Source: an optimization exercise on an open RTL-to-GDS flow (aim: small area, a short achievable clock period and few clock cycles). Production flows keep margins and buffers that such runs may drop. Function was checked by simulation only, so behaviour that the tests miss may differ from the original. Power is estimated from default activity; no workload was simulated.

==> design.v <==
`default_nettype none
package acc_pkg;
  localparam int LANES  = 4;
  localparam int LANE_W = 16;
  localparam int ACC_W  = 32;
  localparam int DATA_W = LANES * LANE_W;
endpackage
`default_nettype wire
`default_nettype none
`timescale 1ns/1ns
module acc_ctrl (
  input  logic        ap_clk,
  input  logic        ap_rst_n,
  input  logic        ap_start,
  input  logic [31:0] cfg,
  input  logic        ifm_valid,
  input  logic        wgt_valid,
  input  logic        ofm_ready,
  output logic        ap_idle,
  output logic        ap_done,
  output logic        take,        
  output logic        clr,         
  output logic        adv_out,     
  output logic        ofm_valid
);
  logic        busy;        
  logic        adv;         
  logic        in_act;      
  logic        done_q;
  logic        p_last;      
  logic        p_jlast;     
  logic        cs_fin;      
  logic        cs_last;     
  logic        out_q;       
  logic        o_last;      
  logic        fresh;       
  logic [15:0] ci_q;        
  logic [15:0] pc;          
  logic [15:0] wc;          
  logic [15:0] pc_cur;      
  logic [15:0] pc_dec;
  logic [15:0] wc_dec;
  logic        last_in;     
  logic start_acc;
  logic word_end;
  logic emit;
  logic cs_fin_nx;
  logic may_block;
  logic out_q_nx;
  assign start_acc = ap_start && !busy;
  assign emit      = out_q && ofm_ready;
  assign adv_out   = cs_fin && (!out_q || ofm_ready);
  assign cs_fin_nx = adv ? p_last : (adv_out ? 1'b0 : cs_fin);
  assign out_q_nx  = adv_out ? 1'b1 : (emit ? 1'b0 : out_q);
  assign may_block = (adv && p_last && (cs_fin || out_q)) || (cs_fin && out_q);
  assign take      = in_act && ifm_valid && wgt_valid && !may_block;
  assign pc_cur    = fresh ? ci_q : pc;
  assign word_end  = (pc_cur == 16'd1);
  assign last_in   = (wc == 16'd1);
  always_comb begin
    logic bp;
    logic bw;
    bp = 1'b1;
    bw = 1'b1;
    for (int i = 0; i < 16; i++) begin
      pc_dec[i] = pc_cur[i] ^ bp;
      wc_dec[i] = wc[i] ^ bw;
      bp = bp & ~pc_cur[i];
      bw = bw & ~wc[i];
    end
  end
  always_ff @(posedge ap_clk) begin
    if (!ap_rst_n) begin
      busy    <= 1'b0;
      in_act  <= 1'b0;
      done_q  <= 1'b0;
      cs_fin  <= 1'b0;
      out_q   <= 1'b0;
      adv     <= 1'b0;
      clr     <= 1'b0;
      fresh   <= 1'b1;
    end else begin
      done_q <= 1'b0;
      if (start_acc) begin
        busy   <= 1'b1;
        in_act <= 1'b1;
        fresh  <= 1'b1;
      end
      if (take) begin
        fresh <= word_end;
        if (word_end && last_in) in_act <= 1'b0;
      end
      cs_fin <= cs_fin_nx;
      out_q  <= out_q_nx;
      adv    <= take;
      clr    <= take && fresh;
      if (emit && o_last) begin
        busy   <= 1'b0;
        done_q <= 1'b1;
      end
    end
  end
  always_ff @(posedge ap_clk) begin
    if (take) begin
      p_last  <= word_end;
      p_jlast <= last_in;
    end
    if (adv) begin
      cs_last <= p_jlast;
    end
    if (adv_out) begin
      o_last <= cs_last;
    end
  end
  always_ff @(posedge ap_clk) begin
    if (start_acc) begin
      ci_q <= cfg[31:16];
    end
    if (take) begin
      pc <= pc_dec;
    end
    if (start_acc) begin
      wc <= cfg[15:0];
    end else if (take && word_end) begin
      wc <= wc_dec;
    end
  end
  assign ap_idle   = !busy;
  assign ap_done   = done_q;
  assign ofm_valid = out_q;
endmodule
`default_nettype wire
`default_nettype none
module mac_lane (
  input  logic [15:0] a,
  input  logic [15:0] b,
  input  logic [31:0] s_in,
  input  logic [31:0] c_in,
  output logic [31:0] s_out,
  output logic [31:0] c_out
);
  logic [255:0] pp;
  logic hs0;
  logic hc0;
  logic fs0;
  logic fc0;
  logic hs1;
  logic hc1;
  logic fs1;
  logic fc1;
  logic fs2;
  logic fc2;
  logic hs2;
  logic hc2;
  logic fs3;
  logic fc3;
  logic fs4;
  logic fc4;
  logic fs5;
  logic fc5;
  logic hs3;
  logic hc3;
  logic fs6;
  logic fc6;
  logic fs7;
  logic fc7;
  logic fs8;
  logic fc8;
  logic fs9;
  logic fc9;
  logic hs4;
  logic hc4;
  logic fs10;
  logic fc10;
  logic fs11;
  logic fc11;
  logic fs12;
  logic fc12;
  logic fs13;
  logic fc13;
  logic hs5;
  logic hc5;
  logic fs14;
  logic fc14;
  logic fs15;
  logic fc15;
  logic fs16;
  logic fc16;
  logic fs17;
  logic fc17;
  logic fs18;
  logic fc18;
  logic fs19;
  logic fc19;
  logic fs20;
  logic fc20;
  logic fs21;
  logic fc21;
  logic fs22;
  logic fc22;
  logic fs23;
  logic fc23;
  logic hs6;
  logic hc6;
  logic fs24;
  logic fc24;
  logic hs7;
  logic hc7;
  logic fs25;
  logic fc25;
  logic fs26;
  logic fc26;
  logic hs8;
  logic hc8;
  logic fs27;
  logic fc27;
  logic fs28;
  logic fc28;
  logic fs29;
  logic fc29;
  logic hs9;
  logic hc9;
  logic fs30;
  logic fc30;
  logic fs31;
  logic fc31;
  logic fs32;
  logic fc32;
  logic fs33;
  logic fc33;
  logic fs34;
  logic fc34;
  logic fs35;
  logic fc35;
  logic fs36;
  logic fc36;
  logic fs37;
  logic fc37;
  logic fs38;
  logic fc38;
  logic fs39;
  logic fc39;
  logic fs40;
  logic fc40;
  logic fs41;
  logic fc41;
  logic fs42;
  logic fc42;
  logic fs43;
  logic fc43;
  logic fs44;
  logic fc44;
  logic fs45;
  logic fc45;
  logic fs46;
  logic fc46;
  logic fs47;
  logic fc47;
  logic fs48;
  logic fc48;
  logic fs49;
  logic fc49;
  logic fs50;
  logic fc50;
  logic fs51;
  logic fc51;
  logic fs52;
  logic fc52;
  logic fs53;
  logic fc53;
  logic fs54;
  logic fc54;
  logic fs55;
  logic fc55;
  logic fs56;
  logic fc56;
  logic fs57;
  logic fc57;
  logic fs58;
  logic fc58;
  logic fs59;
  logic fc59;
  logic fs60;
  logic fc60;
  logic fs61;
  logic fc61;
  logic fs62;
  logic fc62;
  logic fs63;
  logic fc63;
  logic fs64;
  logic fc64;
  logic fs65;
  logic fc65;
  logic fs66;
  logic fc66;
  logic fs67;
  logic fc67;
  logic fs68;
  logic fc68;
  logic fs69;
  logic fc69;
  logic fs70;
  logic fc70;
  logic fs71;
  logic fc71;
  logic fs72;
  logic fc72;
  logic fs73;
  logic fc73;
  logic fs74;
  logic fc74;
  logic fs75;
  logic fc75;
  logic fs76;
  logic fc76;
  logic fs77;
  logic fc77;
  logic fs78;
  logic fc78;
  logic fs79;
  logic fc79;
  logic hs10;
  logic hc10;
  logic fs80;
  logic fc80;
  logic hs11;
  logic hc11;
  logic fs81;
  logic fc81;
  logic fs82;
  logic fc82;
  logic hs12;
  logic hc12;
  logic fs83;
  logic fc83;
  logic fs84;
  logic fc84;
  logic fs85;
  logic fc85;
  logic fs86;
  logic fc86;
  logic fs87;
  logic fc87;
  logic fs88;
  logic fc88;
  logic fs89;
  logic fc89;
  logic fs90;
  logic fc90;
  logic fs91;
  logic fc91;
  logic fs92;
  logic fc92;
  logic fs93;
  logic fc93;
  logic fs94;
  logic fc94;
  logic fs95;
  logic fc95;
  logic fs96;
  logic fc96;
  logic fs97;
  logic fc97;
  logic fs98;
  logic fc98;
  logic fs99;
  logic fc99;
  logic fs100;
  logic fc100;
  logic fs101;
  logic fc101;
  logic fs102;
  logic fc102;
  logic fs103;
  logic fc103;
  logic fs104;
  logic fc104;
  logic fs105;
  logic fc105;
  logic fs106;
  logic fc106;
  logic fs107;
  logic fc107;
  logic fs108;
  logic fc108;
  logic fs109;
  logic fc109;
  logic fs110;
  logic fc110;
  logic fs111;
  logic fc111;
  logic fs112;
  logic fc112;
  logic fs113;
  logic fc113;
  logic fs114;
  logic fc114;
  logic fs115;
  logic fc115;
  logic fs116;
  logic fc116;
  logic fs117;
  logic fc117;
  logic fs118;
  logic fc118;
  logic fs119;
  logic fc119;
  logic fs120;
  logic fc120;
  logic fs121;
  logic fc121;
  logic fs122;
  logic fc122;
  logic fs123;
  logic fc123;
  logic fs124;
  logic fc124;
  logic fs125;
  logic fc125;
  logic fs126;
  logic fc126;
  logic fs127;
  logic fc127;
  logic fs128;
  logic fc128;
  logic fs129;
  logic fc129;
  logic fs130;
  logic fc130;
  logic fs131;
  logic fc131;
  logic fs132;
  logic fc132;
  logic fs133;
  logic fc133;
  logic fs134;
  logic fc134;
  logic fs135;
  logic fc135;
  logic fs136;
  logic fc136;
  logic fs137;
  logic fc137;
  logic fs138;
  logic fc138;
  logic fs139;
  logic fc139;
  logic fs140;
  logic fc140;
  logic fs141;
  logic fc141;
  logic fs142;
  logic fc142;
  logic hs13;
  logic hc13;
  logic fs143;
  logic fc143;
  logic hs14;
  logic hc14;
  logic fs144;
  logic fc144;
  logic fs145;
  logic fc145;
  logic fs146;
  logic fc146;
  logic fs147;
  logic fc147;
  logic fs148;
  logic fc148;
  logic fs149;
  logic fc149;
  logic fs150;
  logic fc150;
  logic fs151;
  logic fc151;
  logic fs152;
  logic fc152;
  logic fs153;
  logic fc153;
  logic fs154;
  logic fc154;
  logic fs155;
  logic fc155;
  logic fs156;
  logic fc156;
  logic fs157;
  logic fc157;
  logic fs158;
  logic fc158;
  logic fs159;
  logic fc159;
  logic fs160;
  logic fc160;
  logic fs161;
  logic fc161;
  logic fs162;
  logic fc162;
  logic fs163;
  logic fc163;
  logic fs164;
  logic fc164;
  logic fs165;
  logic fc165;
  logic fs166;
  logic fc166;
  logic fs167;
  logic fc167;
  logic fs168;
  logic fc168;
  logic fs169;
  logic fc169;
  logic fs170;
  logic fc170;
  logic fs171;
  logic fc171;
  logic fs172;
  logic fc172;
  logic fs173;
  logic fc173;
  logic fs174;
  logic fc174;
  logic fs175;
  logic fc175;
  logic fs176;
  logic fc176;
  logic fs177;
  logic fc177;
  logic fs178;
  logic fc178;
  logic fs179;
  logic fc179;
  logic fs180;
  logic fc180;
  logic fs181;
  logic fc181;
  logic fs182;
  logic fc182;
  logic fs183;
  logic fc183;
  logic fs184;
  logic fc184;
  logic fs185;
  logic fc185;
  logic fs186;
  logic fc186;
  logic fs187;
  logic fc187;
  logic fs188;
  logic fc188;
  logic fs189;
  logic fc189;
  logic fs190;
  logic fc190;
  logic fs191;
  logic fc191;
  logic fs192;
  logic fc192;
  logic fs193;
  logic fc193;
  logic fs194;
  logic fc194;
  logic hs15;
  logic hc15;
  logic fs195;
  logic fc195;
  logic fs196;
  logic fc196;
  logic fs197;
  logic fc197;
  logic fs198;
  logic fc198;
  logic fs199;
  logic fc199;
  logic fs200;
  logic fc200;
  logic fs201;
  logic fc201;
  logic fs202;
  logic fc202;
  logic fs203;
  logic fc203;
  logic fs204;
  logic fc204;
  logic fs205;
  logic fc205;
  logic fs206;
  logic fc206;
  logic fs207;
  logic fc207;
  logic fs208;
  logic fc208;
  logic fs209;
  logic fc209;
  logic fs210;
  logic fc210;
  logic fs211;
  logic fc211;
  logic fs212;
  logic fc212;
  logic fs213;
  logic fc213;
  logic fs214;
  logic fc214;
  logic fs215;
  logic fc215;
  logic fs216;
  logic fc216;
  logic fs217;
  logic fc217;
  logic fs218;
  logic fc218;
  logic fs219;
  logic fc219;
  logic fs220;
  logic fc220;
  logic fs221;
  logic fc221;
  logic fs222;
  logic fc222;
  logic fs223;
  logic fc223;
  logic hs16;
  logic hc16;
  logic fs224;
  logic fc224;
  logic fs225;
  logic fc225;
  logic fs226;
  logic fc226;
  logic fs227;
  logic fc227;
  logic fs228;
  logic fc228;
  logic fs229;
  logic fc229;
  logic fs230;
  logic fc230;
  logic fs231;
  logic fc231;
  logic fs232;
  logic fc232;
  logic fs233;
  logic fc233;
  logic fs234;
  logic fc234;
  logic fs235;
  logic fc235;
  logic fs236;
  logic fc236;
  logic fs237;
  logic fc237;
  logic fs238;
  logic fc238;
  logic fs239;
  logic fc239;
  logic fs240;
  logic fc240;
  logic fs241;
  logic fc241;
  logic fs242;
  logic fc242;
  logic fs243;
  logic fc243;
  logic fs244;
  logic fc244;
  logic fs245;
  logic fc245;
  logic fs246;
  logic fc246;
  logic fs247;
  logic fc247;
  logic fs248;
  logic fc248;
  logic fs249;
  logic fc249;
  logic fs250;
  logic fc250;
  logic fs251;
  logic fc251;
  logic fs252;
  logic fc252;
  logic fs253;
  logic fc253;
  logic fs254;
  always_comb begin
    for (int i = 0; i < 16; i++) begin
      for (int j = 0; j < 16; j++) begin
        pp[i*16+j] = ~(a[i] & b[j]);
      end
    end
  end
  assign hs0 = ~(pp[11] ^ pp[26]);
  assign hc0 = pp[11] | pp[26];
  mac_fa u_fa0 (.a(pp[12]), .b(pp[27]), .c(pp[42]), .s(fs0), .co(fc0));
  assign hs1 = ~(pp[57] ^ pp[72]);
  assign hc1 = pp[57] | pp[72];
  mac_fa u_fa1 (.a(pp[13]), .b(pp[28]), .c(pp[43]), .s(fs1), .co(fc1));
  mac_fa u_fa2 (.a(pp[58]), .b(pp[73]), .c(pp[88]), .s(fs2), .co(fc2));
  assign hs2 = ~(pp[103] ^ pp[118]);
  assign hc2 = pp[103] | pp[118];
  mac_fa u_fa3 (.a(pp[14]), .b(pp[29]), .c(pp[44]), .s(fs3), .co(fc3));
  mac_fa u_fa4 (.a(pp[59]), .b(pp[74]), .c(pp[89]), .s(fs4), .co(fc4));
  mac_fa u_fa5 (.a(pp[104]), .b(pp[119]), .c(pp[134]), .s(fs5), .co(fc5));
  assign hs3 = ~(pp[149] ^ pp[164]);
  assign hc3 = pp[149] | pp[164];
  mac_fa u_fa6 (.a(pp[15]), .b(pp[30]), .c(pp[45]), .s(fs6), .co(fc6));
  mac_fa u_fa7 (.a(pp[60]), .b(pp[75]), .c(pp[90]), .s(fs7), .co(fc7));
  mac_fa u_fa8 (.a(pp[105]), .b(pp[120]), .c(pp[135]), .s(fs8), .co(fc8));
  mac_fa u_fa9 (.a(pp[150]), .b(pp[165]), .c(pp[180]), .s(fs9), .co(fc9));
  assign hs4 = ~(pp[195] ^ pp[210]);
  assign hc4 = pp[195] | pp[210];
  mac_fa u_fa10 (.a(pp[31]), .b(pp[46]), .c(pp[61]), .s(fs10), .co(fc10));
  mac_fa u_fa11 (.a(pp[76]), .b(pp[91]), .c(pp[106]), .s(fs11), .co(fc11));
  mac_fa u_fa12 (.a(pp[121]), .b(pp[136]), .c(pp[151]), .s(fs12), .co(fc12));
  mac_fa u_fa13 (.a(pp[166]), .b(pp[181]), .c(pp[196]), .s(fs13), .co(fc13));
  assign hs5 = ~(pp[211] ^ pp[226]);
  assign hc5 = pp[211] | pp[226];
  mac_fa u_fa14 (.a(pp[47]), .b(pp[62]), .c(pp[77]), .s(fs14), .co(fc14));
  mac_fa u_fa15 (.a(pp[92]), .b(pp[107]), .c(pp[122]), .s(fs15), .co(fc15));
  mac_fa u_fa16 (.a(pp[137]), .b(pp[152]), .c(pp[167]), .s(fs16), .co(fc16));
  mac_fa u_fa17 (.a(pp[182]), .b(pp[197]), .c(pp[212]), .s(fs17), .co(fc17));
  mac_fa u_fa18 (.a(pp[63]), .b(pp[78]), .c(pp[93]), .s(fs18), .co(fc18));
  mac_fa u_fa19 (.a(pp[108]), .b(pp[123]), .c(pp[138]), .s(fs19), .co(fc19));
  mac_fa u_fa20 (.a(pp[153]), .b(pp[168]), .c(pp[183]), .s(fs20), .co(fc20));
  mac_fa u_fa21 (.a(pp[79]), .b(pp[94]), .c(pp[109]), .s(fs21), .co(fc21));
  mac_fa u_fa22 (.a(pp[124]), .b(pp[139]), .c(pp[154]), .s(fs22), .co(fc22));
  mac_fa u_fa23 (.a(pp[95]), .b(pp[110]), .c(pp[125]), .s(fs23), .co(fc23));
  assign hs6 = ~(pp[7] ^ pp[22]);
  assign hc6 = pp[7] | pp[22];
  mac_fa u_fa24 (.a(pp[8]), .b(pp[23]), .c(pp[38]), .s(fs24), .co(fc24));
  assign hs7 = ~(pp[53] ^ pp[68]);
  assign hc7 = pp[53] | pp[68];
  mac_fa u_fa25 (.a(pp[9]), .b(pp[24]), .c(pp[39]), .s(fs25), .co(fc25));
  mac_fa u_fa26 (.a(pp[54]), .b(pp[69]), .c(pp[84]), .s(fs26), .co(fc26));
  assign hs8 = ~(pp[99] ^ pp[114]);
  assign hc8 = pp[99] | pp[114];
  mac_fa u_fa27 (.a(pp[10]), .b(pp[25]), .c(pp[40]), .s(fs27), .co(fc27));
  mac_fa u_fa28 (.a(pp[55]), .b(pp[70]), .c(pp[85]), .s(fs28), .co(fc28));
  mac_fa u_fa29 (.a(pp[100]), .b(pp[115]), .c(pp[130]), .s(fs29), .co(fc29));
  assign hs9 = ~(pp[145] ^ pp[160]);
  assign hc9 = pp[145] | pp[160];
  mac_fa u_fa30 (.a(pp[41]), .b(pp[56]), .c(pp[71]), .s(fs30), .co(fc30));
  mac_fa u_fa31 (.a(pp[86]), .b(pp[101]), .c(pp[116]), .s(fs31), .co(fc31));
  mac_fa u_fa32 (.a(pp[131]), .b(pp[146]), .c(pp[161]), .s(fs32), .co(fc32));
  mac_fa u_fa33 (.a(pp[176]), .b(hs0), .c(s_in[11]), .s(fs33), .co(fc33));
  mac_fa u_fa34 (.a(pp[87]), .b(pp[102]), .c(pp[117]), .s(fs34), .co(fc34));
  mac_fa u_fa35 (.a(pp[132]), .b(pp[147]), .c(pp[162]), .s(fs35), .co(fc35));
  mac_fa u_fa36 (.a(pp[177]), .b(pp[192]), .c(hc0), .s(fs36), .co(fc36));
  mac_fa u_fa37 (.a(hs1), .b(s_in[12]), .c(c_in[12]), .s(fs37), .co(fc37));
  mac_fa u_fa38 (.a(pp[133]), .b(pp[148]), .c(pp[163]), .s(fs38), .co(fc38));
  mac_fa u_fa39 (.a(pp[178]), .b(pp[193]), .c(pp[208]), .s(fs39), .co(fc39));
  mac_fa u_fa40 (.a(hc1), .b(hs2), .c(s_in[13]), .s(fs40), .co(fc40));
  mac_fa u_fa41 (.a(c_in[13]), .b(fc0), .c(fs1), .s(fs41), .co(fc41));
  mac_fa u_fa42 (.a(pp[179]), .b(pp[194]), .c(pp[209]), .s(fs42), .co(fc42));
  mac_fa u_fa43 (.a(pp[224]), .b(hc2), .c(hs3), .s(fs43), .co(fc43));
  mac_fa u_fa44 (.a(s_in[14]), .b(c_in[14]), .c(fc1), .s(fs44), .co(fc44));
  mac_fa u_fa45 (.a(fc2), .b(fs3), .c(fs4), .s(fs45), .co(fc45));
  mac_fa u_fa46 (.a(pp[225]), .b(pp[240]), .c(hc3), .s(fs46), .co(fc46));
  mac_fa u_fa47 (.a(hs4), .b(s_in[15]), .c(c_in[15]), .s(fs47), .co(fc47));
  mac_fa u_fa48 (.a(fc3), .b(fc4), .c(fc5), .s(fs48), .co(fc48));
  mac_fa u_fa49 (.a(fs6), .b(fs7), .c(fs8), .s(fs49), .co(fc49));
  mac_fa u_fa50 (.a(pp[241]), .b(hc4), .c(hs5), .s(fs50), .co(fc50));
  mac_fa u_fa51 (.a(s_in[16]), .b(c_in[16]), .c(fc6), .s(fs51), .co(fc51));
  mac_fa u_fa52 (.a(fc7), .b(fc8), .c(fc9), .s(fs52), .co(fc52));
  mac_fa u_fa53 (.a(fs10), .b(fs11), .c(fs12), .s(fs53), .co(fc53));
  mac_fa u_fa54 (.a(pp[227]), .b(pp[242]), .c(hc5), .s(fs54), .co(fc54));
  mac_fa u_fa55 (.a(s_in[17]), .b(c_in[17]), .c(fc10), .s(fs55), .co(fc55));
  mac_fa u_fa56 (.a(fc11), .b(fc12), .c(fc13), .s(fs56), .co(fc56));
  mac_fa u_fa57 (.a(fs14), .b(fs15), .c(fs16), .s(fs57), .co(fc57));
  mac_fa u_fa58 (.a(pp[198]), .b(pp[213]), .c(pp[228]), .s(fs58), .co(fc58));
  mac_fa u_fa59 (.a(pp[243]), .b(s_in[18]), .c(c_in[18]), .s(fs59), .co(fc59));
  mac_fa u_fa60 (.a(fc14), .b(fc15), .c(fc16), .s(fs60), .co(fc60));
  mac_fa u_fa61 (.a(fc17), .b(fs18), .c(fs19), .s(fs61), .co(fc61));
  mac_fa u_fa62 (.a(pp[169]), .b(pp[184]), .c(pp[199]), .s(fs62), .co(fc62));
  mac_fa u_fa63 (.a(pp[214]), .b(pp[229]), .c(pp[244]), .s(fs63), .co(fc63));
  mac_fa u_fa64 (.a(s_in[19]), .b(c_in[19]), .c(fc18), .s(fs64), .co(fc64));
  mac_fa u_fa65 (.a(fc19), .b(fc20), .c(fs21), .s(fs65), .co(fc65));
  mac_fa u_fa66 (.a(pp[140]), .b(pp[155]), .c(pp[170]), .s(fs66), .co(fc66));
  mac_fa u_fa67 (.a(pp[185]), .b(pp[200]), .c(pp[215]), .s(fs67), .co(fc67));
  mac_fa u_fa68 (.a(pp[230]), .b(pp[245]), .c(s_in[20]), .s(fs68), .co(fc68));
  mac_fa u_fa69 (.a(c_in[20]), .b(fc21), .c(fc22), .s(fs69), .co(fc69));
  mac_fa u_fa70 (.a(pp[111]), .b(pp[126]), .c(pp[141]), .s(fs70), .co(fc70));
  mac_fa u_fa71 (.a(pp[156]), .b(pp[171]), .c(pp[186]), .s(fs71), .co(fc71));
  mac_fa u_fa72 (.a(pp[201]), .b(pp[216]), .c(pp[231]), .s(fs72), .co(fc72));
  mac_fa u_fa73 (.a(pp[246]), .b(s_in[21]), .c(c_in[21]), .s(fs73), .co(fc73));
  mac_fa u_fa74 (.a(pp[127]), .b(pp[142]), .c(pp[157]), .s(fs74), .co(fc74));
  mac_fa u_fa75 (.a(pp[172]), .b(pp[187]), .c(pp[202]), .s(fs75), .co(fc75));
  mac_fa u_fa76 (.a(pp[217]), .b(pp[232]), .c(pp[247]), .s(fs76), .co(fc76));
  mac_fa u_fa77 (.a(pp[143]), .b(pp[158]), .c(pp[173]), .s(fs77), .co(fc77));
  mac_fa u_fa78 (.a(pp[188]), .b(pp[203]), .c(pp[218]), .s(fs78), .co(fc78));
  mac_fa u_fa79 (.a(pp[159]), .b(pp[174]), .c(pp[189]), .s(fs79), .co(fc79));
  assign hs10 = ~(pp[4] ^ pp[19]);
  assign hc10 = pp[4] | pp[19];
  mac_fa u_fa80 (.a(pp[5]), .b(pp[20]), .c(pp[35]), .s(fs80), .co(fc80));
  assign hs11 = ~(pp[50] ^ pp[65]);
  assign hc11 = pp[50] | pp[65];
  mac_fa u_fa81 (.a(pp[6]), .b(pp[21]), .c(pp[36]), .s(fs81), .co(fc81));
  mac_fa u_fa82 (.a(pp[51]), .b(pp[66]), .c(pp[81]), .s(fs82), .co(fc82));
  assign hs12 = ~(pp[96] ^ s_in[6]);
  assign hc12 = pp[96] | s_in[6];
  mac_fa u_fa83 (.a(pp[37]), .b(pp[52]), .c(pp[67]), .s(fs83), .co(fc83));
  mac_fa u_fa84 (.a(pp[82]), .b(pp[97]), .c(pp[112]), .s(fs84), .co(fc84));
  mac_fa u_fa85 (.a(hs6), .b(s_in[7]), .c(c_in[7]), .s(fs85), .co(fc85));
  mac_fa u_fa86 (.a(pp[83]), .b(pp[98]), .c(pp[113]), .s(fs86), .co(fc86));
  mac_fa u_fa87 (.a(pp[128]), .b(hc6), .c(hs7), .s(fs87), .co(fc87));
  mac_fa u_fa88 (.a(s_in[8]), .b(c_in[8]), .c(fs24), .s(fs88), .co(fc88));
  mac_fa u_fa89 (.a(pp[129]), .b(pp[144]), .c(hc7), .s(fs89), .co(fc89));
  mac_fa u_fa90 (.a(hs8), .b(s_in[9]), .c(c_in[9]), .s(fs90), .co(fc90));
  mac_fa u_fa91 (.a(fc24), .b(fs25), .c(fs26), .s(fs91), .co(fc91));
  mac_fa u_fa92 (.a(hc8), .b(hs9), .c(s_in[10]), .s(fs92), .co(fc92));
  mac_fa u_fa93 (.a(c_in[10]), .b(fc25), .c(fc26), .s(fs93), .co(fc93));
  mac_fa u_fa94 (.a(fs27), .b(fs28), .c(fs29), .s(fs94), .co(fc94));
  mac_fa u_fa95 (.a(hc9), .b(c_in[11]), .c(fc27), .s(fs95), .co(fc95));
  mac_fa u_fa96 (.a(fc28), .b(fc29), .c(fs30), .s(fs96), .co(fc96));
  mac_fa u_fa97 (.a(fs31), .b(fs32), .c(fs33), .s(fs97), .co(fc97));
  mac_fa u_fa98 (.a(fc30), .b(fc31), .c(fc32), .s(fs98), .co(fc98));
  mac_fa u_fa99 (.a(fs34), .b(fs35), .c(fs0), .s(fs99), .co(fc99));
  mac_fa u_fa100 (.a(fs36), .b(fc33), .c(fs37), .s(fs100), .co(fc100));
  mac_fa u_fa101 (.a(fc34), .b(fc35), .c(fs38), .s(fs101), .co(fc101));
  mac_fa u_fa102 (.a(fs39), .b(fs2), .c(fc36), .s(fs102), .co(fc102));
  mac_fa u_fa103 (.a(fc37), .b(fs40), .c(fs41), .s(fs103), .co(fc103));
  mac_fa u_fa104 (.a(fc38), .b(fc39), .c(fs42), .s(fs104), .co(fc104));
  mac_fa u_fa105 (.a(fs5), .b(fc40), .c(fs43), .s(fs105), .co(fc105));
  mac_fa u_fa106 (.a(fc41), .b(fs44), .c(fs45), .s(fs106), .co(fc106));
  mac_fa u_fa107 (.a(fc42), .b(fs9), .c(fs46), .s(fs107), .co(fc107));
  mac_fa u_fa108 (.a(fc43), .b(fs47), .c(fc44), .s(fs108), .co(fc108));
  mac_fa u_fa109 (.a(fc45), .b(fs48), .c(fs49), .s(fs109), .co(fc109));
  mac_fa u_fa110 (.a(fs13), .b(fc46), .c(fc47), .s(fs110), .co(fc110));
  mac_fa u_fa111 (.a(fs50), .b(fc48), .c(fc49), .s(fs111), .co(fc111));
  mac_fa u_fa112 (.a(fs51), .b(fs52), .c(fs53), .s(fs112), .co(fc112));
  mac_fa u_fa113 (.a(fs17), .b(fs54), .c(fc50), .s(fs113), .co(fc113));
  mac_fa u_fa114 (.a(fc51), .b(fc52), .c(fc53), .s(fs114), .co(fc114));
  mac_fa u_fa115 (.a(fs55), .b(fs56), .c(fs57), .s(fs115), .co(fc115));
  mac_fa u_fa116 (.a(fs58), .b(fs20), .c(fc54), .s(fs116), .co(fc116));
  mac_fa u_fa117 (.a(fs59), .b(fc55), .c(fc56), .s(fs117), .co(fc117));
  mac_fa u_fa118 (.a(fc57), .b(fs60), .c(fs61), .s(fs118), .co(fc118));
  mac_fa u_fa119 (.a(fc58), .b(fs62), .c(fs63), .s(fs119), .co(fc119));
  mac_fa u_fa120 (.a(fs22), .b(fc59), .c(fc60), .s(fs120), .co(fc120));
  mac_fa u_fa121 (.a(fc61), .b(fs64), .c(fs65), .s(fs121), .co(fc121));
  mac_fa u_fa122 (.a(fc62), .b(fc63), .c(fs66), .s(fs122), .co(fc122));
  mac_fa u_fa123 (.a(fs67), .b(fs23), .c(fs68), .s(fs123), .co(fc123));
  mac_fa u_fa124 (.a(fc64), .b(fc65), .c(fs69), .s(fs124), .co(fc124));
  mac_fa u_fa125 (.a(fc66), .b(fc67), .c(fc23), .s(fs125), .co(fc125));
  mac_fa u_fa126 (.a(fs70), .b(fs71), .c(fs72), .s(fs126), .co(fc126));
  mac_fa u_fa127 (.a(fc68), .b(fs73), .c(fc69), .s(fs127), .co(fc127));
  mac_fa u_fa128 (.a(s_in[22]), .b(c_in[22]), .c(fc70), .s(fs128), .co(fc128));
  mac_fa u_fa129 (.a(fc71), .b(fc72), .c(fs74), .s(fs129), .co(fc129));
  mac_fa u_fa130 (.a(fs75), .b(fs76), .c(fc73), .s(fs130), .co(fc130));
  mac_fa u_fa131 (.a(pp[233]), .b(pp[248]), .c(s_in[23]), .s(fs131), .co(fc131));
  mac_fa u_fa132 (.a(c_in[23]), .b(fc74), .c(fc75), .s(fs132), .co(fc132));
  mac_fa u_fa133 (.a(fc76), .b(fs77), .c(fs78), .s(fs133), .co(fc133));
  mac_fa u_fa134 (.a(pp[204]), .b(pp[219]), .c(pp[234]), .s(fs134), .co(fc134));
  mac_fa u_fa135 (.a(pp[249]), .b(s_in[24]), .c(c_in[24]), .s(fs135), .co(fc135));
  mac_fa u_fa136 (.a(fc77), .b(fc78), .c(fs79), .s(fs136), .co(fc136));
  mac_fa u_fa137 (.a(pp[175]), .b(pp[190]), .c(pp[205]), .s(fs137), .co(fc137));
  mac_fa u_fa138 (.a(pp[220]), .b(pp[235]), .c(pp[250]), .s(fs138), .co(fc138));
  mac_fa u_fa139 (.a(s_in[25]), .b(c_in[25]), .c(fc79), .s(fs139), .co(fc139));
  mac_fa u_fa140 (.a(pp[191]), .b(pp[206]), .c(pp[221]), .s(fs140), .co(fc140));
  mac_fa u_fa141 (.a(pp[236]), .b(pp[251]), .c(s_in[26]), .s(fs141), .co(fc141));
  mac_fa u_fa142 (.a(pp[207]), .b(pp[222]), .c(pp[237]), .s(fs142), .co(fc142));
  assign hs13 = ~(pp[2] ^ pp[17]);
  assign hc13 = pp[2] | pp[17];
  mac_fa u_fa143 (.a(pp[3]), .b(pp[18]), .c(pp[33]), .s(fs143), .co(fc143));
  assign hs14 = ~(pp[48] ^ s_in[3]);
  assign hc14 = pp[48] | s_in[3];
  mac_fa u_fa144 (.a(pp[34]), .b(pp[49]), .c(pp[64]), .s(fs144), .co(fc144));
  mac_fa u_fa145 (.a(hs10), .b(s_in[4]), .c(c_in[4]), .s(fs145), .co(fc145));
  mac_fa u_fa146 (.a(pp[80]), .b(hc10), .c(hs11), .s(fs146), .co(fc146));
  mac_fa u_fa147 (.a(s_in[5]), .b(c_in[5]), .c(fs80), .s(fs147), .co(fc147));
  mac_fa u_fa148 (.a(hc11), .b(c_in[6]), .c(fc80), .s(fs148), .co(fc148));
  mac_fa u_fa149 (.a(fs81), .b(fs82), .c(hs12), .s(fs149), .co(fc149));
  mac_fa u_fa150 (.a(fc81), .b(fc82), .c(fs83), .s(fs150), .co(fc150));
  mac_fa u_fa151 (.a(fs84), .b(hc12), .c(fs85), .s(fs151), .co(fc151));
  mac_fa u_fa152 (.a(fc83), .b(fc84), .c(fs86), .s(fs152), .co(fc152));
  mac_fa u_fa153 (.a(fc85), .b(fs87), .c(fs88), .s(fs153), .co(fc153));
  mac_fa u_fa154 (.a(fc86), .b(fs89), .c(fc87), .s(fs154), .co(fc154));
  mac_fa u_fa155 (.a(fs90), .b(fc88), .c(fs91), .s(fs155), .co(fc155));
  mac_fa u_fa156 (.a(fc89), .b(fc90), .c(fs92), .s(fs156), .co(fc156));
  mac_fa u_fa157 (.a(fc91), .b(fs93), .c(fs94), .s(fs157), .co(fc157));
  mac_fa u_fa158 (.a(fc92), .b(fc93), .c(fc94), .s(fs158), .co(fc158));
  mac_fa u_fa159 (.a(fs95), .b(fs96), .c(fs97), .s(fs159), .co(fc159));
  mac_fa u_fa160 (.a(fc95), .b(fc96), .c(fs98), .s(fs160), .co(fc160));
  mac_fa u_fa161 (.a(fs99), .b(fc97), .c(fs100), .s(fs161), .co(fc161));
  mac_fa u_fa162 (.a(fc98), .b(fc99), .c(fs101), .s(fs162), .co(fc162));
  mac_fa u_fa163 (.a(fs102), .b(fc100), .c(fs103), .s(fs163), .co(fc163));
  mac_fa u_fa164 (.a(fc101), .b(fs104), .c(fc102), .s(fs164), .co(fc164));
  mac_fa u_fa165 (.a(fs105), .b(fc103), .c(fs106), .s(fs165), .co(fc165));
  mac_fa u_fa166 (.a(fc104), .b(fs107), .c(fc105), .s(fs166), .co(fc166));
  mac_fa u_fa167 (.a(fs108), .b(fc106), .c(fs109), .s(fs167), .co(fc167));
  mac_fa u_fa168 (.a(fc107), .b(fs110), .c(fc108), .s(fs168), .co(fc168));
  mac_fa u_fa169 (.a(fc109), .b(fs111), .c(fs112), .s(fs169), .co(fc169));
  mac_fa u_fa170 (.a(fc110), .b(fs113), .c(fc111), .s(fs170), .co(fc170));
  mac_fa u_fa171 (.a(fc112), .b(fs114), .c(fs115), .s(fs171), .co(fc171));
  mac_fa u_fa172 (.a(fs116), .b(fc113), .c(fc114), .s(fs172), .co(fc172));
  mac_fa u_fa173 (.a(fs117), .b(fc115), .c(fs118), .s(fs173), .co(fc173));
  mac_fa u_fa174 (.a(fs119), .b(fc116), .c(fc117), .s(fs174), .co(fc174));
  mac_fa u_fa175 (.a(fs120), .b(fc118), .c(fs121), .s(fs175), .co(fc175));
  mac_fa u_fa176 (.a(fc119), .b(fs122), .c(fc120), .s(fs176), .co(fc176));
  mac_fa u_fa177 (.a(fs123), .b(fc121), .c(fs124), .s(fs177), .co(fc177));
  mac_fa u_fa178 (.a(fc122), .b(fs125), .c(fs126), .s(fs178), .co(fc178));
  mac_fa u_fa179 (.a(fc123), .b(fc124), .c(fs127), .s(fs179), .co(fc179));
  mac_fa u_fa180 (.a(fc125), .b(fc126), .c(fs128), .s(fs180), .co(fc180));
  mac_fa u_fa181 (.a(fs129), .b(fs130), .c(fc127), .s(fs181), .co(fc181));
  mac_fa u_fa182 (.a(fs131), .b(fc128), .c(fc129), .s(fs182), .co(fc182));
  mac_fa u_fa183 (.a(fs132), .b(fs133), .c(fc130), .s(fs183), .co(fc183));
  mac_fa u_fa184 (.a(fs134), .b(fc131), .c(fs135), .s(fs184), .co(fc184));
  mac_fa u_fa185 (.a(fc132), .b(fc133), .c(fs136), .s(fs185), .co(fc185));
  mac_fa u_fa186 (.a(fc134), .b(fs137), .c(fs138), .s(fs186), .co(fc186));
  mac_fa u_fa187 (.a(fc135), .b(fc136), .c(fs139), .s(fs187), .co(fc187));
  mac_fa u_fa188 (.a(c_in[26]), .b(fc137), .c(fc138), .s(fs188), .co(fc188));
  mac_fa u_fa189 (.a(fs140), .b(fs141), .c(fc139), .s(fs189), .co(fc189));
  mac_fa u_fa190 (.a(pp[252]), .b(s_in[27]), .c(c_in[27]), .s(fs190), .co(fc190));
  mac_fa u_fa191 (.a(fc140), .b(fs142), .c(fc141), .s(fs191), .co(fc191));
  mac_fa u_fa192 (.a(pp[223]), .b(pp[238]), .c(pp[253]), .s(fs192), .co(fc192));
  mac_fa u_fa193 (.a(s_in[28]), .b(c_in[28]), .c(fc142), .s(fs193), .co(fc193));
  mac_fa u_fa194 (.a(pp[239]), .b(pp[254]), .c(s_in[29]), .s(fs194), .co(fc194));
  assign hs15 = ~(pp[1] ^ pp[16]);
  assign hc15 = pp[1] | pp[16];
  mac_fa u_fa195 (.a(pp[32]), .b(hs13), .c(s_in[2]), .s(fs195), .co(fc195));
  mac_fa u_fa196 (.a(hc13), .b(c_in[3]), .c(fs143), .s(fs196), .co(fc196));
  mac_fa u_fa197 (.a(fc143), .b(fs144), .c(hc14), .s(fs197), .co(fc197));
  mac_fa u_fa198 (.a(fc144), .b(fc145), .c(fs146), .s(fs198), .co(fc198));
  mac_fa u_fa199 (.a(fc146), .b(fc147), .c(fs148), .s(fs199), .co(fc199));
  mac_fa u_fa200 (.a(fc148), .b(fs150), .c(fc149), .s(fs200), .co(fc200));
  mac_fa u_fa201 (.a(fc150), .b(fs152), .c(fc151), .s(fs201), .co(fc201));
  mac_fa u_fa202 (.a(fc152), .b(fs154), .c(fc153), .s(fs202), .co(fc202));
  mac_fa u_fa203 (.a(fc154), .b(fs156), .c(fc155), .s(fs203), .co(fc203));
  mac_fa u_fa204 (.a(fc156), .b(fc157), .c(fs158), .s(fs204), .co(fc204));
  mac_fa u_fa205 (.a(fc158), .b(fs160), .c(fc159), .s(fs205), .co(fc205));
  mac_fa u_fa206 (.a(fc160), .b(fs162), .c(fc161), .s(fs206), .co(fc206));
  mac_fa u_fa207 (.a(fc162), .b(fs164), .c(fc163), .s(fs207), .co(fc207));
  mac_fa u_fa208 (.a(fc164), .b(fs166), .c(fc165), .s(fs208), .co(fc208));
  mac_fa u_fa209 (.a(fc166), .b(fs168), .c(fc167), .s(fs209), .co(fc209));
  mac_fa u_fa210 (.a(fc168), .b(fs170), .c(fc169), .s(fs210), .co(fc210));
  mac_fa u_fa211 (.a(fc170), .b(fs172), .c(fc171), .s(fs211), .co(fc211));
  mac_fa u_fa212 (.a(fc172), .b(fs174), .c(fc173), .s(fs212), .co(fc212));
  mac_fa u_fa213 (.a(fc174), .b(fs176), .c(fc175), .s(fs213), .co(fc213));
  mac_fa u_fa214 (.a(fs178), .b(fc176), .c(fc177), .s(fs214), .co(fc214));
  mac_fa u_fa215 (.a(fc178), .b(fs180), .c(fc179), .s(fs215), .co(fc215));
  mac_fa u_fa216 (.a(fc180), .b(fs182), .c(fs183), .s(fs216), .co(fc216));
  mac_fa u_fa217 (.a(fs184), .b(fc182), .c(fs185), .s(fs217), .co(fc217));
  mac_fa u_fa218 (.a(fs186), .b(fc184), .c(fc185), .s(fs218), .co(fc218));
  mac_fa u_fa219 (.a(fc186), .b(fs188), .c(fc187), .s(fs219), .co(fc219));
  mac_fa u_fa220 (.a(fs190), .b(fc188), .c(fs191), .s(fs220), .co(fc220));
  mac_fa u_fa221 (.a(fs192), .b(fc190), .c(fs193), .s(fs221), .co(fc221));
  mac_fa u_fa222 (.a(c_in[29]), .b(fc192), .c(fs194), .s(fs222), .co(fc222));
  mac_fa u_fa223 (.a(pp[255]), .b(s_in[30]), .c(c_in[30]), .s(fs223), .co(fc223));
  assign hs16 = ~(pp[0] ^ s_in[0]);
  assign hc16 = pp[0] | s_in[0];
  mac_fa u_fa224 (.a(hs15), .b(s_in[1]), .c(c_in[1]), .s(fs224), .co(fc224));
  mac_fa u_fa225 (.a(hc15), .b(c_in[2]), .c(fs195), .s(fs225), .co(fc225));
  mac_fa u_fa226 (.a(hs14), .b(fc195), .c(fs196), .s(fs226), .co(fc226));
  mac_fa u_fa227 (.a(fs145), .b(fc196), .c(fs197), .s(fs227), .co(fc227));
  mac_fa u_fa228 (.a(fs147), .b(fc197), .c(fs198), .s(fs228), .co(fc228));
  mac_fa u_fa229 (.a(fs149), .b(fc198), .c(fs199), .s(fs229), .co(fc229));
  mac_fa u_fa230 (.a(fs151), .b(fc199), .c(fs200), .s(fs230), .co(fc230));
  mac_fa u_fa231 (.a(fs153), .b(fc200), .c(fs201), .s(fs231), .co(fc231));
  mac_fa u_fa232 (.a(fs155), .b(fc201), .c(fs202), .s(fs232), .co(fc232));
  mac_fa u_fa233 (.a(fs157), .b(fc202), .c(fs203), .s(fs233), .co(fc233));
  mac_fa u_fa234 (.a(fs159), .b(fc203), .c(fs204), .s(fs234), .co(fc234));
  mac_fa u_fa235 (.a(fs161), .b(fc204), .c(fs205), .s(fs235), .co(fc235));
  mac_fa u_fa236 (.a(fs163), .b(fc205), .c(fs206), .s(fs236), .co(fc236));
  mac_fa u_fa237 (.a(fs165), .b(fc206), .c(fs207), .s(fs237), .co(fc237));
  mac_fa u_fa238 (.a(fs167), .b(fc207), .c(fs208), .s(fs238), .co(fc238));
  mac_fa u_fa239 (.a(fs169), .b(fc208), .c(fs209), .s(fs239), .co(fc239));
  mac_fa u_fa240 (.a(fs171), .b(fc209), .c(fs210), .s(fs240), .co(fc240));
  mac_fa u_fa241 (.a(fs173), .b(fc210), .c(fs211), .s(fs241), .co(fc241));
  mac_fa u_fa242 (.a(fs175), .b(fc211), .c(fs212), .s(fs242), .co(fc242));
  mac_fa u_fa243 (.a(fs177), .b(fc212), .c(fs213), .s(fs243), .co(fc243));
  mac_fa u_fa244 (.a(fs179), .b(fc213), .c(fs214), .s(fs244), .co(fc244));
  mac_fa u_fa245 (.a(fs181), .b(fc214), .c(fs215), .s(fs245), .co(fc245));
  mac_fa u_fa246 (.a(fc181), .b(fs216), .c(fc215), .s(fs246), .co(fc246));
  mac_fa u_fa247 (.a(fc183), .b(fs217), .c(fc216), .s(fs247), .co(fc247));
  mac_fa u_fa248 (.a(fs187), .b(fc217), .c(fs218), .s(fs248), .co(fc248));
  mac_fa u_fa249 (.a(fs189), .b(fc218), .c(fs219), .s(fs249), .co(fc249));
  mac_fa u_fa250 (.a(fc189), .b(fs220), .c(fc219), .s(fs250), .co(fc250));
  mac_fa u_fa251 (.a(fc191), .b(fs221), .c(fc220), .s(fs251), .co(fc251));
  mac_fa u_fa252 (.a(fc193), .b(fs222), .c(fc221), .s(fs252), .co(fc252));
  mac_fa u_fa253 (.a(fc194), .b(fs223), .c(fc222), .s(fs253), .co(fc253));
  assign fs254 = s_in[31] ^ c_in[31] ^ fc223;
  assign s_out[0] = hs16;
  assign c_out[0] = c_in[0];
  assign s_out[1] = hc16;
  assign c_out[1] = fs224;
  assign s_out[2] = fc224;
  assign c_out[2] = fs225;
  assign s_out[3] = fc225;
  assign c_out[3] = fs226;
  assign s_out[4] = fc226;
  assign c_out[4] = fs227;
  assign s_out[5] = fc227;
  assign c_out[5] = fs228;
  assign s_out[6] = fc228;
  assign c_out[6] = fs229;
  assign s_out[7] = fc229;
  assign c_out[7] = fs230;
  assign s_out[8] = fc230;
  assign c_out[8] = fs231;
  assign s_out[9] = fc231;
  assign c_out[9] = fs232;
  assign s_out[10] = fc232;
  assign c_out[10] = fs233;
  assign s_out[11] = fc233;
  assign c_out[11] = fs234;
  assign s_out[12] = fc234;
  assign c_out[12] = fs235;
  assign s_out[13] = fc235;
  assign c_out[13] = fs236;
  assign s_out[14] = fc236;
  assign c_out[14] = fs237;
  assign s_out[15] = fc237;
  assign c_out[15] = fs238;
  assign s_out[16] = fc238;
  assign c_out[16] = fs239;
  assign s_out[17] = fc239;
  assign c_out[17] = fs240;
  assign s_out[18] = fc240;
  assign c_out[18] = fs241;
  assign s_out[19] = fc241;
  assign c_out[19] = fs242;
  assign s_out[20] = fc242;
  assign c_out[20] = fs243;
  assign s_out[21] = fc243;
  assign c_out[21] = fs244;
  assign s_out[22] = fc244;
  assign c_out[22] = fs245;
  assign s_out[23] = fc245;
  assign c_out[23] = fs246;
  assign s_out[24] = fc246;
  assign c_out[24] = fs247;
  assign s_out[25] = fc247;
  assign c_out[25] = fs248;
  assign s_out[26] = fc248;
  assign c_out[26] = fs249;
  assign s_out[27] = fc249;
  assign c_out[27] = fs250;
  assign s_out[28] = fc250;
  assign c_out[28] = fs251;
  assign s_out[29] = fc251;
  assign c_out[29] = fs252;
  assign s_out[30] = fc252;
  assign c_out[30] = fs253;
  assign s_out[31] = fc253;
  assign c_out[31] = fs254;
endmodule
module mac_fa (
  input  logic a,
  input  logic b,
  input  logic c,
  output logic s,
  output logic co
);
  assign s  = a ^ b ^ c;
  assign co = (a & b) | (a & c) | (b & c);
endmodule
`default_nettype wire
`default_nettype none
`timescale 1ns/1ns
module mac_engine (
  input  logic          ap_clk,
  input  logic          take,
  input  logic          clr,
  input  logic          adv_out,
  input  logic [63:0]   ifm_data,
  input  logic [63:0]   wgt_data,
  output logic [127:0]  ofm_data
);
  logic [63:0]      a_q;     
  logic [63:0]      b_q;
  logic [3:0][31:0] s_q;
  logic [3:0][31:0] c_q;
  logic [3:0][31:0] s_in;
  logic [3:0][31:0] c_in;
  logic [3:0][31:0] s_nx;
  logic [3:0][31:0] c_nx;
  logic [3:0][31:0] sum;
  logic [127:0]     o_q;     
  always_ff @(posedge ap_clk) begin
    for (int i = 0; i < 8; i++) begin
      a_q[i*8 +: 8] <= ifm_data[(7-i)*8 +: 8] & {8{take}};
      b_q[i*8 +: 8] <= wgt_data[(7-i)*8 +: 8];
    end
  end
  for (genvar l = 0; l < 4; l++) begin : g_lane
    assign s_in[l] = s_q[l] | {32{clr}};
    assign c_in[l] = c_q[l] | {32{clr}};
    mac_lane i_mac_lane (
      .a     (a_q[l*16 +: 16]),
      .b     (b_q[l*16 +: 16]),
      .s_in  (s_in[l]),
      .c_in  (c_in[l]),
      .s_out (s_nx[l]),
      .c_out (c_nx[l])
    );
    assign sum[l] = ~(s_q[l] + c_q[l] + 32'd1);
  end
  always_ff @(posedge ap_clk) begin
    s_q <= s_nx;
    c_q <= c_nx;
  end
  always_ff @(posedge ap_clk) begin
    if (adv_out) begin
      for (int l = 0; l < 4; l++) begin
        for (int i = 0; i < 4; i++) begin
          o_q[l*32 + i*8 +: 8] <= sum[l][(3-i)*8 +: 8];
        end
      end
    end
  end
  assign ofm_data = o_q;
endmodule
`default_nettype wire
`default_nettype none
`timescale 1ns/1ns
module krnl_acc (
  input  logic               ap_clk,
  input  logic               ap_rst_n,
  input  logic               ap_start,
  input  logic [31:0]        cfg,
  output logic               ap_idle,
  output logic               ap_done,
  input  logic               ifm_valid,
  output logic               ifm_ready,
  input  logic [63:0]        ifm_data,
  input  logic               wgt_valid,
  output logic               wgt_ready,
  input  logic [63:0]        wgt_data,
  output logic               ofm_valid,
  input  logic               ofm_ready,
  output logic [127:0]       ofm_data
);
  logic take;
  logic clr;
  logic adv_out;
  acc_ctrl i_acc_ctrl (
    .ap_clk    (ap_clk),
    .ap_rst_n  (ap_rst_n),
    .ap_start  (ap_start),
    .cfg       (cfg),
    .ifm_valid (ifm_valid),
    .wgt_valid (wgt_valid),
    .ofm_ready (ofm_ready),
    .ap_idle   (ap_idle),
    .ap_done   (ap_done),
    .take      (take),
    .clr       (clr),
    .adv_out   (adv_out),
    .ofm_valid (ofm_valid)
  );
  mac_engine i_mac_engine (
    .ap_clk   (ap_clk),
    .take     (take),
    .clr      (clr),
    .adv_out  (adv_out),
    .ifm_data (ifm_data),
    .wgt_data (wgt_data),
    .ofm_data (ofm_data)
  );
  assign ifm_ready = take;
  assign wgt_ready = take;
endmodule
`default_nettype wire
==> run.sh <==
#!/bin/bash
# synth_recipe.tcl (not shown) runs the flow's synth.tcl, then flattens the netlist and writes it again
# the make line also repeats each setting of config.mk as NAME=value (left out here)
make -C /OpenROAD-flow-scripts/flow DESIGN_CONFIG=/design/flow/config.mk WORK_HOME=/design/flow/orfs CLKGATE_MAP_FILE= SYNTH_SCRIPT=/design/flow/synth_recipe.tcl finish
==> config.mk <==
export PLATFORM = sky130hd
export DESIGN_NAME = krnl_acc
export DESIGN_NICKNAME = krnl_acc
export VERILOG_FILES = /design/flow/design.v
export SDC_FILE = /design/flow/constraint.sdc
export NUM_CORES = 4
export LEC_CHECK = 0
export ABC_CLOCK_PERIOD_IN_PS = 4000
export CAP_MARGIN = 20
export CORE_MARGIN = 2
export CORE_UTILIZATION = 60
export CTS_CLUSTER_DIAMETER = 60
export CTS_CLUSTER_SIZE = 40
export SETUP_SLACK_MARGIN = 5.0
export SLEW_MARGIN = 20
export SYNTH_HIERARCHICAL = 1
==> constraint.sdc <==
create_clock -name core_clock -period 9.0 [get_ports {ap_clk}]
set_input_delay 1.8000 -clock core_clock [delete_from_list [all_inputs] [get_ports {ap_clk}]]
set_output_delay 1.8000 -clock core_clock [all_outputs]
set_load 0.01 [all_outputs]
==> impl_metrics.env, run 1 <==
export IMPL_coreArea_um2=86800
export IMPL_die_w_um=300
export IMPL_multi_input_area_um2=35000
export IMPL_h_tree_depth=2
export IMPL_ant_nets=0
export IMPL_arrival_ps=2330
export IMPL_grt_pass1_vias=36400
export IMPL_power_frac_comb=0.520
export IMPL_post_route_period_util=0.459
export IMPL_slew_headroom=0.385
export IMPL_grt_ovfl_total=0
export IMPL_root_buffer="clkbuf_16"
export IMPL_clock_latency_ps=670
export IMPL_clk_pin_slew_ps=70
export IMPL_area_delta_synth_final_pct=6.82
export IMPL_placed_area_um2=53700
export IMPL_intPower_w=0.00779
export IMPL_numCtsBuffers=58
export IMPL_wl_per_cell_um=22.4
export IMPL_stdcell_area_um2=56100
export IMPL_power_frac_seq=0.283
export IMPL_place_gp_congestion=0.880
export IMPL_critPathMostFrequentCell="buf_6"
export IMPL_worstMarginPinSlew_ps=914
export IMPL_setup_violations=0
export IMPL_syn_nets=6146
export IMPL_slowest_delay_ps=230
export IMPL_drive_above_1_share=0.111
export IMPL_cts_sinks=572
export IMPL_syn_area_um2=52500
export IMPL_reg2reg_depth=7
export IMPL_pwr_density_cell_nw_per_um2=241
export IMPL_critPathSlowestCell="o2111a_2"
export IMPL_regToRegEndpoint="i_mac_engine.c_q[19]"
export IMPL_path_cells="buf_6, o2111a_2, clkbuf_16, buf_6"
export IMPL_cp_max_fo=3
export IMPL_grt_usage=0.301
export IMPL_final_core_util=0.647
export IMPL_vias=33200
export IMPL_synthDistinctLibCells=81
export IMPL_finalNetCount=6042
export IMPL_power_frac_clock=0.197
export IMPL_cap_viol_max_count=0
export IMPL_hold_buffers=0
export IMPL_port_buffers=298
export IMPL_async_reset_ff_frac=0
export IMPL_synth_avg_cell_area_um2=11.1
export IMPL_critPathLaunchType="primary input"
export IMPL_yosys_register_bits=572
export IMPL_swShare=0.425
export IMPL_hold_start="i_acc_ctrl.p_jlast"
export IMPL_grt_start_max_net_pins=168
export IMPL_tritoncts="yes"
export IMPL_ioPinCount=299
export IMPL_period_needed_ps=4130
export IMPL_rsz0062_at_grt="yes"
export IMPL_rows=108
export IMPL_drt_initial_drc_count=2414
export IMPL_hold_viol=0
export IMPL_worst_ep_required_time_ps=7200
export IMPL_run_status="finished clean"
export IMPL_grt_pass1_wl_um=207000
export IMPL_critPathKind="in -> out"
export IMPL_start_util=0.606
export IMPL_antenna_found_initial=4
export IMPL_viasPerCell=5.68
export IMPL_leakage_nw=16.5
export IMPL_syn_inst=4734
export IMPL_n_fill_cell=6836
export IMPL_synth_edf_count=180
export IMPL_hp_class="reg -> reg"
export IMPL_reg2reg_from="i_mac_engine.b_q[4]"
export IMPL_finalPower_w=0.0135
export IMPL_drv_slew=0
export IMPL_drtPass1Iterations=6
export IMPL_routed_wl_um=131000
export IMPL_ys_flop_type="dfxtp_1"
export IMPL_crit_path_end_kind="output port"
export IMPL_hold_end="i_acc_ctrl.cs_last"
export IMPL_drc_errors=0
export IMPL_die_area_um2=89900
export IMPL_clockBufferDepth=3
export IMPL_timing_fmax_mhz=242
export IMPL_seqCellArea_um2=13400
export IMPL_dp_hpwl_um=95900
export IMPL_synth_yosys_seq_area_share=0.252
export IMPL_rrSetupSlack_ps=5080
export IMPL_tns_ps=0
export IMPL_whs_path_depth=0
export IMPL_ys_warn_count=9
export IMPL_switchingPower_w=0.00575
export IMPL_clock_skew_ps=29.9
export IMPL_chipHeight_um=300
export IMPL_max_vdd_ir_drop_mv=0.235
-- worst max-delay path by stage --
stage	slack [ps]	depth (start not counted)	to	startpoint
6_report	4870	4	ifm_ready	wgt_valid
5_1_grt	4850	4	wgt_ready	wgt_valid
4_1_cts	4870	4	wgt_ready	ifm_valid
3_5_place_dp	3200	4	ifm_ready	wgt_valid
3_3_place_gp	3170	4	ifm_ready	wgt_valid
2_1_floorplan	4730	2	wgt_ready	wgt_valid
-- synthesized netlist by cell type (8+ instances only) --
| cell | n | area (um2) |
|---|---|---|
| a21oi_1 | 118 | 591 |
| or2_2 | 258 | 1610 |
| mux2i_1 | 17 | 170 |
| dfxtp_1 | 392 | 7850 |
| clkbuf_2 | 37 | 185 |
| o21a_1 | 10 | 75.1 |
| and3_1 | 14 | 87.6 |
| o21ai_0 | 73 | 365 |
| nand2_1 | 1001 | 3760 |
| a31oi_1 | 16 | 100 |
| buf_4 | 345 | 2590 |
| fa_1 | 1020 | 20400 |
| o21bai_1 | 17 | 128 |
| nand4_1 | 16 | 100 |
| nor3_1 | 18 | 90.1 |
| clkbuf_1 | 62 | 233 |
| inv_1 | 224 | 841 |
| nand3_1 | 29 | 145 |
| nand3b_1 | 8 | 60.1 |
| and2_1 | 194 | 1210 |
| ha_1 | 226 | 2830 |
| buf_6 | 34 | 383 |
| buf_2 | 14 | 70.1 |
| a21o_1 | 58 | 435 |
| xor2_1 | 49 | 429 |
| nor2b_1 | 22 | 138 |
| a41oi_1 | 8 | 70.1 |
| nand2b_1 | 16 | 100 |
| xnor2_1 | 65 | 569 |
| nor2_1 | 58 | 218 |
| nor4_1 | 10 | 62.6 |
| edfxtp_1 | 180 | 5410 |
-- worst max-delay path, delay by kind of cell --
family,cells,cell delay (ps)
buffers and inverters,3,300
AOI/OAI and AO/OA,1,230
-- Yosys stat by module (local to each module, per instance) --
module      cells  flops+latches  cell area (um2)
mac_fa          1              0             20.0
krnl_acc        1              0             7.51
acc_ctrl      214             60             2830
mac_lane      416              0             2200
mac_engine   1839            512            20500
-- layer usage --
| layer | GRT usage | share of wire | vias up |
|---|---|---|---|
| li1 | - | - | 14600 |
| met4 | 0.0796 | 0.026 | 0 |
| met2 | 0.488 | 0.47 | 1274 |
| met3 | 0.0676 | 0.084 | 220 |
| met5 | 0 | 0 | - |
| met1 | 0.415 | 0.42 | 17100 |
-- sequential cells by signal (all words and copies together), names as in the netlist, 16 cells and up --
name / count
i_mac_engine.c_q: 128
i_mac_engine.o_q: 128
i_mac_engine.s_q: 128
i_mac_engine.a_q: 64
i_mac_engine.b_q: 64
i_acc_ctrl.ci_q: 16
i_acc_ctrl.pc: 16
i_acc_ctrl.wc: 16
-- power groups by stage --
stage / clock (W) / combinational [W] / sequential (W)
floorplan: 0 / 0.00628 / 0.00367
global placement: 0 / 0.00685 / 0.00388
detailed placement: 0 / 0.00695 / 0.00388
CTS: 0.00273 / 0.00704 / 0.00383
global route: 0.00283 / 0.00790 / 0.00388
finish: 0.00267 / 0.00704 / 0.00383
-- metrics by stage --
step	setup slack (ps)	hold slack [ps]	instances
global route	4850	439	5834
floorplan	4730	400	4734
CTS	4870	440	5834
global placement	3170	415	5717
detailed placement	3200	409	5718
finish	4870	436	5835
-- final cells by class --
cell class              instances  area share
clock inverters                47      0.0113
flip-flops and latches        572       0.238
well taps                    1155      0.0258
clock buffers                  62      0.0265
repair buffers                328      0.0595
multi-input cells            3444       0.623
diodes                          1   0.0000446
inverters                     226      0.0152
-- cells in the final DEF, fill, tap and decap left out, types with 7 or more instances in the layout --
master,Yosys,final
fa_1,1020,1020
nand2_1,1001,1001
dfxtp_1,392,303
clkdlybuf4s50_1,0,294
or2_2,258,258
ha_1,226,226
inv_1,224,224
and2_1,194,194
edfxtp_1,180,180
a21oi_1,118,118
dfxtp_2,0,88
o21ai_0,73,73
xnor2_1,65,65
clkbuf_16,0,60
nor2_1,58,58
a21o_1,58,58
xor2_1,49,49
nand3_1,29,29
buf_4,345,24
nor2b_1,22,20
nor3_1,18,18
mux2i_1,17,17
o21bai_1,17,17
a31oi_1,16,16
nand4_1,16,16
nand2b_1,16,16
and3_1,14,14
nor4_1,10,10
o21a_1,10,10
clkinv_8,0,10
nand3b_1,8,8
a41oi_1,8,8
inv_6,0,8
inv_12,0,8
a211oi_1,7,7
a221o_1,7,7
-- what timing repair did --
| item | CTS | global route |
|---|---|---|
| gates cloned | 3 | 0 |
| pin swaps | 1 | 1 |
| buffers inserted | 4 | 0 |
| endpoints found under the setup margin | 62 | 80 |
| resized for setup | 78 | 34 |
-- cells by family after synthesis --
| logic type | share of synthesized area |
|---|---|
| flops | 0.252 |
| mux | 0.00350 |
| xor+xnor | 0.0208 |
| simple gates | 0.148 |
| buf+inv | 0.0820 |
| fa+ha+maj | 0.443 |
| compound gates | 0.0509 |
Testbench counts, summed over its fixed seeds: cycles 11,072.
==> run 2, diff against run 1 <==
--- a/config.mk
+++ b/config.mk
@@ -9,7 +9,5 @@
 export CAP_MARGIN = 20
 export CORE_MARGIN = 2
-export CORE_UTILIZATION = 60
-export CTS_CLUSTER_DIAMETER = 60
-export CTS_CLUSTER_SIZE = 40
+export CORE_UTILIZATION = 75
 export SETUP_SLACK_MARGIN = 5.0
 export SLEW_MARGIN = 20
==> impl_metrics.env, run 2 <==
export IMPL_hold_viol=0
export IMPL_drv_slew=0
export IMPL_vias=34500
export IMPL_n_fill_cell=4397
export IMPL_synthTopCellsByArea="fa_1 39%, dfxtp_1 15%, edfxtp_1 10%, nand2_1 7.2%, ha_1 5.4%"
export IMPL_clock_latency_ps=620
export IMPL_syn_nets=6146
export IMPL_period_needed_ps=4010
export IMPL_hold_buffers=0
export IMPL_slew_headroom=0.339
export IMPL_finalNetCount=6035
export IMPL_crit_path_end_kind="output port"
export IMPL_yosysMostFrequentCell="fa_1"
export IMPL_run_status="finished clean"
export IMPL_critPathKind="in -> out"
export IMPL_antenna_found_initial=1
export IMPL_ant_nets=0
export IMPL_grt_pass1_wl_um=200000
export IMPL_ys_warn_count=9
export IMPL_pwr_density_cell_nw_per_um2=245
export IMPL_rows=97
export IMPL_antenna_cells=0
export IMPL_final_core_util=0.800
export IMPL_die_w_um=269
export IMPL_post_route_period_util=0.445
export IMPL_leakage_nw=16.4
export IMPL_wl_per_cell_um=22.7
export IMPL_coreArea_um2=69700
export IMPL_clockBufferDepth=3
export IMPL_rrSetupSlack_ps=5050
export IMPL_grt_ovfl_total=0
export IMPL_largestRegisters="i_mac_engine.c_q (128), i_mac_engine.o_q (128), i_mac_engine.s_q (128)"
export IMPL_drtPass1Iterations=9
export IMPL_chipHeight_um=269
export IMPL_syn_area_um2=52500
export IMPL_synth_edf_count=180
export IMPL_grt_start_max_net_pins=107
export IMPL_area_delta_synth_final_pct=6.14
export IMPL_start_util=0.754
export IMPL_rsz0062_at_grt="yes"
export IMPL_synth_avg_cell_area_um2=11.1
export IMPL_grt_usage=0.365
export IMPL_critPathLaunchType="primary input"
export IMPL_tns_ps=0
export IMPL_cts_sinks=572
export IMPL_setup_violations=0
export IMPL_synth_area_leader_cell="fa_1"
export IMPL_synthDistinctLibCells=81
export IMPL_synth_top_cells_by_count="1020 x fa_1, 1001 x nand2_1, 392 x dfxtp_1, 345 x buf_4, 258 x or2_2"
export IMPL_ioPinCount=299
export IMPL_yosys_register_bits=572
export IMPL_final_common_cell="fa_1"
export IMPL_clk_pin_slew_ps=60
export IMPL_viasPerCell=6.15
export IMPL_place_inst=5491
export IMPL_drt_initial_drc_count=2873
export IMPL_place_ws_ps=4190
export IMPL_timing_fmax_mhz=250
export IMPL_layout_common_cells="1020 x fa_1, 1001 x nand2_1, 296 x dfxtp_1"
export IMPL_syn_inst=4734
export IMPL_drive_above_1_share=0.108
export IMPL_grt_pass1_vias=36900
export IMPL_hp_class="reg -> reg"
export IMPL_drc_errors=0
export IMPL_worst_ep_required_time_ps=7200
export IMPL_place_gp_congestion=0.933
export IMPL_async_reset_ff_frac=0
export IMPL_h_tree_depth=3
export IMPL_synth_yosys_seq_area_share=0.252
export IMPL_cp_max_fo=3
export IMPL_numCtsBuffers=67
export IMPL_stdcell_count=5617
export IMPL_dp_hpwl_um=91100
export IMPL_die_area_um2=72200
export IMPL_routed_wl_um=127000
export IMPL_tritoncts="yes"
export IMPL_max_vdd_ir_drop_mv=0.178
export IMPL_ys_flop_type="dfxtp_1"
export IMPL_port_buffers=298
export IMPL_root_buffer="clkbuf_16"
export IMPL_arrival_ps=2210
export IMPL_worstMarginPinSlew_ps=991
export IMPL_cap_viol_max_count=0
export IMPL_yosys_area_top_type_share=0.389
export IMPL_fin_ws_ps=4990
export IMPL_clock_skew_ps=32.2
[run 2: cell count changes in the layout (fill, tap and decap cells not counted), moves of 7 or more]
cell,before,now
clkinv_8,10,3
clkinv_2,2,9
clkbuf_1,3,12
inv_12,8,0
dfxtp_2,88,95
clkinv_1,1,10
dfxtp_1,303,296
buf_4,24,9
clkbuf_16,60,70
[run 2: path summary, 6_finish.rpt]
| check | from | endpoint | cells after the start |
|---|---|---|---|
| min | i_acc_ctrl.p_jlast | i_acc_ctrl.cs_last | 0 |
| min reg2reg | i_acc_ctrl.p_jlast | i_acc_ctrl.cs_last | 0 |
| max | wgt_valid | wgt_ready | 3 |
| max reg2reg | i_mac_engine.b_q[35] | i_mac_engine.c_q[80] | 8 |
[run 2: area by class of cell]
| class | count | area (um2) | area share |
|---|---|---|---|
| flip-flops and latches | 572 | 13400 | 0.240 |
| clock inverters | 39 | 404 | 0.00725 |
| inverters | 226 | 852 | 0.0153 |
| multi-input cells | 3444 | 35000 | 0.628 |
| well taps | 940 | 1180 | 0.0211 |
| clock buffers | 84 | 1820 | 0.0327 |
| repair buffers | 312 | 3140 | 0.0563 |
[run 2: routing by layer]
metal,vias to the layer above,part of all wire,GRT usage
li1,14500,-,-
met5,-,0.00013,0.00203
met3,437,0.11,0.0841
met1,17400,0.38,0.490
met2,2119,0.47,0.577
met4,2,0.043,0.161
[run 2: repair_timing]
action                                  in CTS  in global routing
endpoints found under the setup margin      84                151
pin swaps                                    1                  1
resized for setup                           66                 57
endpoints found under the hold margin        0                  0
setup buffers                                2                  1
[run 2: per-module statistics from Yosys, one instance, submodules excluded]
module / cell area [um2] / copies in the design / cells inside
mac_fa: 20.0 / 1016 / 1
mac_lane: 2200 / 4 / 416
acc_ctrl: 2830 / 1 / 214
krnl_acc: 7.51 / 1 / 1
mac_engine: 20500 / 1 / 1839
[run 2: logic make-up (layout without fill, tap and decap cells)]
kind of cell / Yosys count / after routing / synth area share
compound gates: 397 / 397 / 0.0509
xor+xnor: 118 / 118 / 0.0208
fa+ha+maj: 1246 / 1246 / 0.443
buf+inv: 718 / 661 / 0.0820
flops: 572 / 572 / 0.252
mux: 18 / 18 / 0.00350
simple gates: 1665 / 1665 / 0.148
[run 2: critical path, stage by stage]
cell and delay (ps):
buf_6 60, o2111a_2 230, buf_6 110
[run 2: power by group]
group / internal [W] / total (W) / switching, W
sequential: 0.00345 / 0.00387 / 0.000417
clock: 0.00163 / 0.00279 / 0.00116
combinational: 0.00303 / 0.00701 / 0.00398
[run 2: through the flow]
step                      total power, W  hold slack [ps]  instance area [um2]
after CTS                         0.0136              426                55700
after global routing              0.0146              431                55800
after floorplan                  0.00995              400                52600
final                             0.0137              423                55800
after global placement            0.0105              409                53300
after detailed placement          0.0107              411                53300

==> afterwards: timing with drivers on the ports <==
No port has a modelled driver above. Below, the same layouts with a new extraction and two added sets of constraints. Step 1 assumes that a clkbuf_16 drives the clock port and a buf_2 every other input. Step 2 moves the port delays by t, midway between the first and last clock arrival at a register: inputs arrive t later, outputs are due t later. That takes back most of the time a late clock gives input paths. Slacks: no drivers / after step 1 / after step 2; pairs: no drivers / after step 1.
| run | t (ns) | slack for setup (ns) | worst setup path after step 2 | latest minus earliest clock arrival (ns) | pins driven straight from the clock port |
|---|---|---|---|---|---|
| run 1 | 0.724 | 4.868 / 4.829 / 4.604 | input to register | 0.035 / 0.034 | 1 |
| run 2 | 0.675 | 4.994 / 4.956 / 4.636 | input to register | 0.035 / 0.035 | 1 |
After both steps every run listed still meets setup and hold. The setup slack of run 2, which loses most, moves by -0.038 ns with the drivers and by -0.358 ns with both steps.
